This is an optimization exercise on Yosys and OpenROAD, whose aim is small area, not a production implementation.
In this exercise RTL edits were held to simulation tests only and were not proved equivalent to the original.
Power and IR drop assume default switching activity.

Setup of job 7584:
## conv_window_top
module conv_window_top
(
	input  logic                                          i_sclk,
	input  logic                                          i_arst_n,
	input  logic                                          i_vsync,
	input  logic                                          i_valid,
	input  logic [(3 * 8)-1:0]                             i_tdata,
	output logic                                          o_vsync,
	output logic                                          o_hsync,
	output logic                                          o_valid,
	output logic [3*3*(3 * 8)-1:0]     o_tdata
);
	localparam int K       = 3;
	localparam int ROW_LEN = 16 - 1;                  
	localparam int CHAIN   = (K-1)*ROW_LEN + K;           
	localparam int NE      = K * K;
	localparam int CW      = $clog2(16);
	localparam int RW      = $clog2(12 + 1);
	logic [CW-1:0]          col;                          
	logic [RW-1:0]          row;                          
	logic                   first_pend;                   
	logic                   accept;
	logic                   win;                          
	logic [(3 * 8)-1:0]      pix_d;                        
	logic                   shift;                        
	logic [CHAIN*(3 * 8)-1:0] chain;                      
	assign accept = i_valid && !i_vsync;
	always_ff @(posedge i_sclk or negedge i_arst_n)
	begin
		if (!i_arst_n)
			row <= RW'(12);
		else if (i_vsync)
			row <= '0;
		else if (i_valid && (col == CW'(16 - 1)) && (row != RW'(12)))
			row <= row + 1'b1;
	end
	always_ff @(posedge i_sclk or negedge i_arst_n)
	begin
		if (!i_arst_n)
		begin
			col        <= '0;
			first_pend <= 1'b0;
		end
		else if (i_vsync)
		begin
			col        <= '0;
			first_pend <= 1'b1;
		end
		else
		begin
			if (i_valid)
				col <= col + 1'b1;                        
			if (win)
				first_pend <= 1'b0;
		end
	end
	always_ff @(posedge i_sclk)
	begin
  ...
Size in the first run: ~1100 cells after synthesis, ~830 flip-flops, ~27000 um^2 of cells after synthesis.
export LEC_CHECK = 0
export CAP_MARGIN = 20
export CORE_MARGIN = 2
export CORE_UTILIZATION = 80
export SLEW_MARGIN = 20
export BUFFER_PORTS_ARGS = -buffer_cell sky130_fd_sc_hd__buf_1
export CTS_ARGS = -sink_clustering_enable -repair_clock_nets -dont_use_dummy_load -buf_list sky130_fd_sc_hd__clkbuf_8 -sink_clustering_size 20 -sink_clustering_max_diameter 60
create_clock -name core_clock -period 4.0 [get_ports {i_sclk}]
standard.sh (not shown) runs the stock make flow with config.mk's settings and CLKGATE_MAP_FILE= SYNTH_SCRIPT=/design/flow/synth_recipe.tcl, a recipe that flattens the netlist after the stock synthesis.
==> flow/flow/run.sh <==
#!/bin/bash
# Standard ORFS layout with two changes:
#  - port buffers use the smallest buffer cell
#  - CTS: clkbuf_8 only, larger sink clusters, no dummy loads
set -euo pipefail
cat >> config.mk <<'CFG'
export BUFFER_PORTS_ARGS = -buffer_cell sky130_fd_sc_hd__buf_1
export CTS_ARGS = -sink_clustering_enable -repair_clock_nets -dont_use_dummy_load -buf_list sky130_fd_sc_hd__clkbuf_8 -sink_clustering_size 20 -sink_clustering_max_diameter 60
CFG
bash standard.sh > standard.log 2>&1
Relative to job 7584, the following input files were edited for job 9562:
- a change of CTS_ARGS from -sink_clustering_enable -repair_clock_nets -dont_use_dummy_load -buf_list sky130_fd_sc_hd__clkbuf_8 -sink_clustering_size 20 -sink_clustering_max_diameter 60 to -sink_clustering_enable -repair_clock_nets -dont_use_dummy_load -buf_list sky130_fd_sc_hd__clkbuf_8 -sink_clustering_size 18 -sink_clustering_max_diameter 60
--- a/flow/flow/run.sh
+++ b/flow/flow/run.sh
@@ -8 +8 @@
-export CTS_ARGS = -sink_clustering_enable -repair_clock_nets -dont_use_dummy_load -buf_list sky130_fd_sc_hd__clkbuf_8 -sink_clustering_size 20 -sink_clustering_max_diameter 60
+export CTS_ARGS = -sink_clustering_enable -repair_clock_nets -dont_use_dummy_load -buf_list sky130_fd_sc_hd__clkbuf_8 -sink_clustering_size 18 -sink_clustering_max_diameter 60
Findings:
The final layout from job 9562, which completed every stage, passed the timing, DRC and antenna checks at the end of the flow.
Job 7584 and job 9562 ended up with nearly the same multi-input gate share of total cell area.
Against job 7584, job 9562 reports a sum of met2 wire segment lengths after detailed routing that is lower.
Looking at launch point of the critical path, the chain[418]$_DFFE_PP_ result is from job 7584; the chain[363]$_DFFE_PP_ one comes from job 9562.
Summary of the comparison: average wire length per cell after detail routing is lower in job 9562, relative to job 7584.
Job 7584 and job 9562 ended up with nearly the same portion of the layout cell area used by non-clock buffers.
Between job 7584 and job 9562, the synthesized cell count does not differ in any meaningful way.
From job 7584 to job 9562 the numbers moved as follows: count of clock-buffer cells in the layout went up 11%; wire length went down 230 um.
The inputs of job 4920 differ from those of job 9562 as listed below.
- SLEW_MARGIN now 0, was 20
- CAP_MARGIN now 0, was 20
- CTS_ARGS now -sink_clustering_enable -repair_clock_nets -dont_use_dummy_load -buf_list sky130_fd_sc_hd__clkbuf_8 -sink_clustering_size 20 -sink_clustering_max_diameter 60, was -sink_clustering_enable -repair_clock_nets -dont_use_dummy_load -buf_list sky130_fd_sc_hd__clkbuf_8 -sink_clustering_size 18 -sink_clustering_max_diameter 60
--- a/flow/flow/run.sh
+++ b/flow/flow/run.sh
@@ -8 +8 @@
-export CTS_ARGS = -sink_clustering_enable -repair_clock_nets -dont_use_dummy_load -buf_list sky130_fd_sc_hd__clkbuf_8 -sink_clustering_size 18 -sink_clustering_max_diameter 60
+export CTS_ARGS = -sink_clustering_enable -repair_clock_nets -dont_use_dummy_load -buf_list sky130_fd_sc_hd__clkbuf_8 -sink_clustering_size 20 -sink_clustering_max_diameter 60
Findings:
- The flow did not stop early for job 4920: all stages ran, and the layout cleared the timing, DRC and antenna checks.
- Comparing job 9562 and job 4920, the lower clock transition at the registers of the reported paths was measured on job 9562.
- The lower portion of total power attributed to the clock network of job 9562 and job 4920 is in job 4920.
- Looking only at clock-buffer cell count, and setting everything else aside, the higher value of job 9562 and job 4920 goes to job 9562.

==> static timing again, ports no longer ideal <==
The results above use ideal ports. As a check the final layouts listed here were re-extracted and re-timed, cells and wires unchanged. Step 1 assumes that a clkbuf_16 drives the clock port and a buf_2 every other input. Step 2 adds t to the input delays and takes it off the output delays; t is the mean of the earliest and latest rising clock arrival at the registers after step 1. Input paths then give back, and output paths get back, about the clock's delay inside the block. Three values: no drivers, after step 1, after step 2; two values: the first two.
run	shift t [ns]	setup slack, ns	clock arrival spread, ns
job 7584	0.643	1.940 / 1.890 / 2.079	0.041 / 0.041
job 9562	0.641	1.955 / 1.907 / 2.094	0.047 / 0.047
job 4920	0.643	1.928 / 1.879 / 1.952	0.040 / 0.040
After both steps setup and hold are still met in every run listed.
